From an optimization exercise on the open Yosys and OpenROAD flow, aimed at small area; shortcuts taken in it are not production practice.
The RTL was checked by simulation tests, not by an equivalence proof against the original design.
Power figures rest on the tool's default switching activity, not on a simulated workload.

==> flow/design.v <==
module inst_buffer #(
  parameter int DEPTH       = 16,
  parameter int FULL_MARGIN = 4
) (
  input  logic        clk,
  input  logic        rst,
  input  logic        flush,
  input  logic        data_ok1,
  input  logic        data_ok2,
  input  logic [31:0] rdata1,
  input  logic [31:0] rdata2,
  input  logic [31:0] raddr1,
  input  logic [31:0] raddr2,
  input  logic [34:0] predict_pkt1,
  input  logic [34:0] predict_pkt2,
  input  logic        dec_stall,
  output logic        instbuffer_full,
  output logic        issue_valid1,
  output logic        issue_valid2,
  output logic [31:0] issue_inst1,
  output logic [31:0] issue_inst2,
  output logic [31:0] issue_addr1,
  output logic [31:0] issue_addr2,
  output logic [34:0] issue_pkt1,
  output logic [34:0] issue_pkt2,
  output logic        overflow_err
);
  localparam int AW = $clog2(DEPTH);
  localparam int CW = AW + 1;
  localparam int HD = DEPTH / 2;
  localparam int W  = 99;
  logic [W-1:0]  bank_e [HD];
  logic [W-1:0]  bank_o [HD];
  logic [AW-1:0] rd_ptr_q, wr_ptr_q;
  logic [CW-1:0] count_q;
  logic          ovf_q;
  assign wr_ptr_q = rd_ptr_q + count_q[AW-1:0];
  logic [1:0]    push_n, acc_n, pop_n;
  logic [CW-1:0] space;
  logic          drop, valid1, valid2, we1, we2;
  logic [AW-1:0] wr_ptr_p1, rd_ptr_p1;
  logic [W-1:0]  in1, in2, wdn_e, wdn_o;
  localparam int NG = 2;                  
  localparam int GW = (W + NG - 1) / NG;   
  logic [HD-1:0] sel_e [NG];
  logic [HD-1:0] sel_o [NG];
  logic [HD-1:0] wen_e [NG];
  logic [HD-1:0] wen_o [NG];
  logic [NG-1:0] wsel;
  logic [W-1:0]  rd_e, rd_o, out1, out2;
  logic [NG-1:0] sel1_e, sel1_o, sel2_e, sel2_o;
  assign in1 = {predict_pkt1, raddr1, rdata1};
  assign in2 = {predict_pkt2, raddr2, rdata2};
  always_comb begin
    push_n    = {1'b0, data_ok1} + {1'b0, data_ok1 & data_ok2};
    space     = CW'(DEPTH) - count_q;
    drop      = {{(CW-2){1'b0}}, push_n} > space;
    acc_n     = drop ? space[1:0] : push_n;
    valid1    = (count_q != '0) & ~dec_stall;
    valid2    = (count_q >= CW'(2)) & ~dec_stall;
    pop_n     = {1'b0, valid1} + {1'b0, valid2};
    wr_ptr_p1 = wr_ptr_q + AW'(1);
    rd_ptr_p1 = rd_ptr_q + AW'(1);
    we1       = ~flush & (acc_n != 2'd0);
    we2       = ~flush & (acc_n == 2'd2);
  end
  always_ff @(posedge clk or negedge rst) begin
    if (!rst) begin
      rd_ptr_q <= '0;
      count_q  <= '0;
      ovf_q    <= 1'b0;
    end else if (flush) begin
      rd_ptr_q <= '0;
      count_q  <= '0;
      ovf_q    <= 1'b0;
    end else begin
      rd_ptr_q <= rd_ptr_q + AW'(pop_n);
      count_q  <= count_q + CW'(acc_n) - CW'(pop_n);
      ovf_q    <= ovf_q | drop;
    end
  end
  for (genvar b = 0; b < W; b++) begin : g_wmux
    ib_mux2i u_we (.a(in1[b]), .b(in2[b]), .s(wsel[b / GW]), .y(wdn_e[b]));
    ib_mux2i u_wo (.a(in2[b]), .b(in1[b]), .s(wsel[b / GW]), .y(wdn_o[b]));
  end
  logic [AW-2:0] wrow_e, wrow_o, rrow_e, rrow_o;
  logic          wbe, wbo;
  always_comb begin
    wrow_o = wr_ptr_q[AW-1:1];
    wrow_e = wr_ptr_p1[AW-1:1];
    wbe    = wr_ptr_q[0] ? we2 : we1;
    wbo    = wr_ptr_q[0] ? we1 : we2;
    rrow_o = rd_ptr_q[AW-1:1];
    rrow_e = rd_ptr_q[0] ? rd_ptr_p1[AW-1:1] : rd_ptr_q[AW-1:1];
  end
  for (genvar g = 0; g < NG; g++) begin : g_dec
    ib_dec u_dec (
      .rrow_e(rrow_e), .rrow_o(rrow_o), .wrow_e(wrow_e), .wrow_o(wrow_o),
      .wbe(wbe), .wbo(wbo), .rd0(rd_ptr_q[0]), .cnt0(count_q[0]),
      .valid1(valid1), .valid2(valid2),
      .sel_e_n(sel_e[g]), .sel_o_n(sel_o[g]), .wen_e(wen_e[g]), .wen_o(wen_o[g]),
      .sel1_e(sel1_e[g]), .sel1_o(sel1_o[g]), .sel2_e(sel2_e[g]), .sel2_o(sel2_o[g]),
      .wsel(wsel[g]));
  end
  always_ff @(posedge clk) begin
    for (int j = 0; j < HD; j++) begin
      for (int b = 0; b < W; b++) begin
        if (wen_e[b / GW][j]) bank_e[j][b] <= wdn_e[b];
        if (wen_o[b / GW][j]) bank_o[j][b] <= wdn_o[b];
      end
    end
  end
  for (genvar b = 0; b < W; b++) begin : g_rd
    logic [3:0] xe, xo;
    for (genvar k = 0; k < HD / 2; k++) begin : g_pair
      ib_oa22n u_e (.a1(sel_e[b / GW][2*k]), .a2(bank_e[2*k][b]), .b1(sel_e[b / GW][2*k+1]), .b2(bank_e[2*k+1][b]),
                    .y(xe[k]));
      ib_oa22n u_o (.a1(sel_o[b / GW][2*k]), .a2(bank_o[2*k][b]), .b1(sel_o[b / GW][2*k+1]), .b2(bank_o[2*k+1][b]),
                    .y(xo[k]));
    end
    ib_or4   u_e3 (.a(xe[0]), .b(xe[1]), .c(xe[2]), .d(xe[3]), .y(rd_e[b]));
    ib_or4   u_o3 (.a(xo[0]), .b(xo[1]), .c(xo[2]), .d(xo[3]), .y(rd_o[b]));
    ib_ao22  u_s1 (.a1(sel1_e[b / GW]), .a2(rd_e[b]), .b1(sel1_o[b / GW]), .b2(rd_o[b]), .y(out1[b]));
    ib_ao22  u_s2 (.a1(sel2_e[b / GW]), .a2(rd_e[b]), .b1(sel2_o[b / GW]), .b2(rd_o[b]), .y(out2[b]));
  end
  assign issue_valid1    = valid1;
  assign issue_valid2    = valid2;
  assign issue_inst1     = out1[31:0];
  assign issue_addr1     = out1[63:32];
  assign issue_pkt1      = out1[98:64];
  assign issue_inst2     = out2[31:0];
  assign issue_addr2     = out2[63:32];
  assign issue_pkt2      = out2[98:64];
  assign instbuffer_full = (CW'(DEPTH) - count_q) < CW'(FULL_MARGIN);
  assign overflow_err    = ovf_q;
endmodule
module ib_dec (
  input  logic [2:0] rrow_e, rrow_o, wrow_e, wrow_o,
  input  logic       wbe, wbo, rd0, cnt0, valid1, valid2,
  output logic [7:0] sel_e_n, sel_o_n, wen_e, wen_o,
  output logic       sel1_e, sel1_o, sel2_e, sel2_o, wsel
);
  always_comb begin
    for (int j = 0; j < 8; j++) begin
      sel_e_n[j] = ~(rrow_e == 3'(j));
      sel_o_n[j] = ~(rrow_o == 3'(j));
      wen_e[j]   = wbe & (wrow_e == 3'(j));
      wen_o[j]   = wbo & (wrow_o == 3'(j));
    end
    sel1_e = valid1 & ~rd0;
    sel1_o = valid1 &  rd0;
    sel2_e = valid2 &  rd0;
    sel2_o = valid2 & ~rd0;
    wsel   = rd0 ^ cnt0;
  end
endmodule
module ib_mux2i (input logic a, b, s, output logic y);
  assign y = ~(s ? b : a);
endmodule
module ib_or4 (input logic a, b, c, d, output logic y);
  assign y = a | b | c | d;
endmodule
module ib_oa22n (input logic a1, a2, b1, b2, output logic y);
  assign y = ~((a1 | a2) & (b1 | b2));
endmodule
module ib_ao22 (input logic a1, a2, b1, b2, output logic y);
  assign y = (a1 & a2) | (b1 & b2);
endmodule
Settings: LEC_CHECK=0, CAP_MARGIN=20, CORE_MARGIN=2, CORE_UTILIZATION=70, PLACE_DENSITY=0.75, SLEW_MARGIN=20, SYNTH_HIERARCHICAL=1, SYNTH_MINIMUM_KEEP_SIZE=0; clock period 6.0 ns.
standard.sh (not shown) runs the stock make flow with config.mk's settings and CLKGATE_MAP_FILE= SYNTH_SCRIPT=/design/flow/synth_recipe.tcl, a recipe that flattens the netlist after the stock synthesis.
==> flow/flow/run.sh <==
#!/bin/bash
# Standard layout, with each port buffered by the smallest buffer cell and
# clock tree synthesis without dummy loads.
set -euo pipefail
cd "$(dirname "$0")/.."
bash standard.sh \
  'BUFFER_PORTS_ARGS=-buffer_cell sky130_fd_sc_hd__buf_1' \
  'CTS_ARGS=-sink_clustering_enable -repair_clock_nets -sink_clustering_size 20 -sink_clustering_max_diameter 55 -buf_list sky130_fd_sc_hd__clkbuf_8 -dont_use_dummy_load' \
  finish > standard_flow.log 2>&1
The starting point passed the timing, DRC and antenna checks.
Edit:
--- a/flow/config.mk
+++ b/flow/config.mk
@@ -10,2 +10,2 @@
-export CORE_UTILIZATION = 70
-export PLACE_DENSITY = 0.75
+export CORE_UTILIZATION = 75
+export PLACE_DENSITY = 0.8
After rerunning: Global-route usage went up by 1.7 points; final cell count went down by a few percent; combinational power hardly moves; area after synthesis stays the same; via count hardly moves.

==> separate check: timing with driven ports <==
How much do the figures lean on ideal ports? The routed layouts below were timed once more, with nothing changed but the port constraints.
Step 1: set_driving_cell puts a clkbuf_16 on clk and a buf_2 on each other input, an assumption about the parent block.
Step 2, shift: input delay + t, output delay - t, t = (earliest + latest rising clock arrival at the registers) / 2. This alone moves slack from input paths to output paths.
Slacks: no drivers / after step 1 / after step 2; pairs: no drivers / after step 1.
run | t (ns) | setup WS [ns] | worst register clock-pin slew, ns
the first run | 0.828 | 0.350 / 0.280 / 1.107 | 0.12 / 0.12
the second run | 0.797 | 0.206 / 0.135 / 0.932 | 0.12 / 0.12
After both steps setup and hold are still met in every run listed.
